Background: an optimization exercise with open tools, aiming at a short achievable clock period and few clock cycles. Do not read the settings as production practice.
Only simulation tests tie the RTL to the original design; equivalence was not proved.
Power and IR drop assume default switching activity.

== run K ==
==> flow/design.v <==
package cachePkg;
	localparam int lineCount = 64;
	localparam int indexWidth = 6;
	localparam int tagWidth = 7;
	localparam int adrWidth = 13;  
	localparam int laneCount = 8;
	localparam int dataWidth = 64;
endpackage
import cachePkg::*;
module busControl
(
	input  logic                  clk,
	input  logic                  reset,
	input  logic                  cyc,
	input  logic                  stb,
	input  logic                  we,
	output logic [dataWidth-1:0]  datOut,
	output logic                  ack,
	output logic                  err,
	input  logic                  hit,
	input  logic [dataWidth-1:0]  lineData,
	output logic                  writeEn,
	output logic                  heldHit
);
	logic request;
	logic lookup;      
	logic second;      
	logic secondHit;   
	logic secondMiss;  
	assign request = cyc && stb;
	assign lookup = request && !we && !second && !reset;
	always_ff @(posedge clk)
	begin
		second <= lookup;
		secondHit <= lookup && hit;
		secondMiss <= lookup && !hit;
	end
	always_ff @(posedge clk)
	begin
		heldHit <= hit;
		datOut <= lineData;
	end
	assign writeEn = request && we && !reset;
	assign ack = request && (we || secondHit);
	assign err = request && secondMiss;
endmodule
import cachePkg::*;
module tagStore
(
	input  logic                  clk,
	input  logic                  reset,
	input  logic [indexWidth-1:0] reqIndex,
	input  logic [lineCount-1:0]  lineSel,
	input  logic [tagWidth-1:0]   reqTag,
	input  logic                  tagWrite,
	output logic                  hit
);
	logic [lineCount-1:0][tagWidth-1:0] tags;
	logic [lineCount-1:0] valid;
	logic [lineCount-1:0] match;
	always_ff @(posedge clk)
	begin
		if (reset)
			valid <= '0;
		else if (tagWrite)
			valid <= valid | lineSel;
	end
	for (genvar line = 0; line < lineCount; line++)
	begin : lineGen
		always_ff @(posedge clk)
		begin
			if (tagWrite && lineSel[line])
				tags[line] <= reqTag;
		end
	end
	always_comb
	begin
		for (int line = 0; line < lineCount; line++)
			match[line] = valid[line] && (tags[line] == reqTag);
	end
	assign hit = match[reqIndex];
endmodule
import cachePkg::*;
module dataStore
(
	input  logic                  clk,
	input  logic                  reset,
	input  logic [indexWidth-1:0] reqIndex,
	input  logic [lineCount-1:0]  lineSel,
	input  logic                  writeEn,
	input  logic                  heldHit,  
	input  logic [laneCount-1:0]  sel,
	input  logic [dataWidth-1:0]  writeData,
	output logic [dataWidth-1:0]  lineData
);
	localparam int laneWidth = dataWidth / laneCount;
	logic [lineCount-1:0][dataWidth-1:0] lines;
	logic [lineCount-1:0][laneCount-1:0] laneValid;
	logic                  pendValid;
	logic [indexWidth-1:0] pendIndex;
	logic [laneCount-1:0]  pendSel;
	logic [dataWidth-1:0]  readLanes;
	logic [laneCount-1:0]  readValid;
	logic [laneCount-1:0]  laneMask;
	for (genvar line = 0; line < lineCount; line++)
	begin : lineGen
		for (genvar lane = 0; lane < laneCount; lane++)
		begin : laneGen
			always_ff @(posedge clk)
			begin
				if (writeEn && lineSel[line] && sel[lane])
					lines[line][lane*laneWidth +: laneWidth] <= writeData[lane*laneWidth +: laneWidth];
			end
		end
	end
	always_ff @(posedge clk)
	begin
		if (reset)
			pendValid <= 1'b0;
		else
			pendValid <= writeEn;
		if (writeEn)
		begin
			pendIndex <= reqIndex;
			pendSel <= sel;
		end
	end
	for (genvar line = 0; line < lineCount; line++)
	begin : validGen
		always_ff @(posedge clk)
		begin
			if (pendValid && pendIndex == line)
				laneValid[line] <= pendSel | (heldHit ? laneValid[line] : '0);
		end
	end
	assign readLanes = lines[reqIndex];
	assign readValid = laneValid[reqIndex];
	assign laneMask = (pendValid && pendIndex == reqIndex) ?
		(pendSel | (heldHit ? readValid : '0)) : readValid;
	always_comb
	begin
		for (int lane = 0; lane < laneCount; lane++)
			lineData[lane*laneWidth +: laneWidth] = readLanes[lane*laneWidth +: laneWidth] & {laneWidth{laneMask[lane]}};
	end
endmodule
import cachePkg::*;
module cacheTop
(
	input  logic                 clk,
	input  logic                 reset,
	input  logic                 cyc,
	input  logic                 stb,
	input  logic                 we,
	input  logic [adrWidth-1:0]  adr,
	input  logic [laneCount-1:0] sel,
	input  logic [dataWidth-1:0] datIn,
	output logic [dataWidth-1:0] datOut,
	output logic                 ack,
	output logic                 err
);
	logic writeEn;
	logic hit;
	logic heldHit;
	logic [dataWidth-1:0] lineData;
	logic [lineCount-1:0] lineSel;
	always_comb
	begin
		for (int line = 0; line < lineCount; line++)
			lineSel[line] = (adr[indexWidth-1:0] == line);
	end
	busControl control
	(
		.clk      (clk),
		.reset    (reset),
		.cyc      (cyc),
		.stb      (stb),
		.we       (we),
		.datOut   (datOut),
		.lineData (lineData),
		.ack      (ack),
		.err      (err),
		.hit      (hit),
		.writeEn  (writeEn),
		.heldHit  (heldHit)
	);
	tagStore tags
	(
		.clk      (clk),
		.reset    (reset),
		.reqIndex (adr[indexWidth-1:0]),
		.lineSel  (lineSel),
		.reqTag   (adr[adrWidth-1:indexWidth]),
		.tagWrite (writeEn),
		.hit      (hit)
	);
	dataStore data
	(
		.clk       (clk),
		.lineSel   (lineSel),
		.writeEn   (writeEn),
		.reset     (reset),
		.reqIndex  (adr[indexWidth-1:0]),
		.heldHit   (heldHit),
		.sel       (sel),
		.writeData (datIn),
		.lineData  (lineData)
	);
endmodule
==> flow/config.mk <==
export PLATFORM = sky130hd
export DESIGN_NAME = cacheTop
export DESIGN_NICKNAME = cacheTop
export VERILOG_FILES = /design/flow/design.v
export SDC_FILE = /design/flow/constraint.sdc
export NUM_CORES = 4
export LEC_CHECK = 0
export CAP_MARGIN = 20
export CORE_MARGIN = 2
export CORE_UTILIZATION = 40
export PLACE_DENSITY = 0.55
export SETUP_SLACK_MARGIN = 4.0
export SLEW_MARGIN = 20
export TNS_END_PERCENT = 100
==> flow/constraint.sdc <==
create_clock -name core_clock -period 7.0 [get_ports {clk}]
set_input_delay 1.4000 -clock core_clock [delete_from_list [all_inputs] [get_ports {clk}]]
set_output_delay 1.4000 -clock core_clock [all_outputs]
set_load 0.01 [all_outputs]
run.sh (not shown) runs the stock make flow with config.mk's settings and CLKGATE_MAP_FILE= SYNTH_SCRIPT=/design/flow/synth_recipe.tcl, a recipe that flattens the netlist after the stock synthesis.
Run K | stages: all done | timing, DRC, antenna: all pass
Testbench counts of run K, summed over its fixed seeds: cycles 18,001.
## Diff of input files: run F against run K
# run K
export LEC_CHECK = 0
export CAP_MARGIN = 20
export CORE_MARGIN = 2
export CORE_UTILIZATION = 40
export PLACE_DENSITY = 0.55
export SETUP_SLACK_MARGIN = 4.0
export SLEW_MARGIN = 20
export TNS_END_PERCENT = 100
create_clock -name core_clock -period 7.0 [get_ports {clk}]
# run F
export LEC_CHECK = 0
export CAP_MARGIN = 20
export CORE_MARGIN = 2
export CORE_UTILIZATION = 45
export PLACE_DENSITY = 0.6
export SETUP_SLACK_MARGIN = 4.0
export SLEW_MARGIN = 20
export TNS_END_PERCENT = 10
create_clock -name core_clock -period 7.0 [get_ports {clk}]
Findings:
The flow did not stop early for run F: all stages ran, and the layout cleared the timing, design-rule and antenna checks.
Cmp run F vs run K: met2 track demand over resource in global routing higher in run F
Diff run K -> run F: total area of multi-input combinational cells fell 580 um2; clock latency on the worst-skew pair about even; worst relative slew slack fell 3.4 points; non-clock buffer count rose 9.7%.
Number of cells upsized or downsized after cts is higher on run K
In the metrics for run K and run F, the one carrying the higher leakage power figure is run F.

[separate check: timing with driven ports]
No port has a modelled driver above. Below, the same layouts with a new extraction and two added sets of constraints.
Step 1: set_driving_cell puts a clkbuf_16 on clk and a buf_2 on each other input, an assumption about the parent block.
Step 2 moves the port delays by t, midway between the first and last clock arrival at a register: inputs arrive t later, outputs are due t later. That takes back most of the time a late clock gives input paths.
Three values: ideal ports, drivers, drivers and shift; two values: the first two.
| run | t (ns) | setup slack, ns | clock arrival spread, ns |
|---|---|---|---|
| run K | 1.157 | 3.600 / 3.256 / 2.099 | 0.071 / 0.072 |
| run F | 1.151 | 3.715 / 3.402 / 2.251 | 0.048 / 0.048 |
After both steps setup and hold are still met in every run listed. For run K, which loses most, drivers alone change the setup slack by -0.344 ns; drivers and shift together by -1.501 ns.
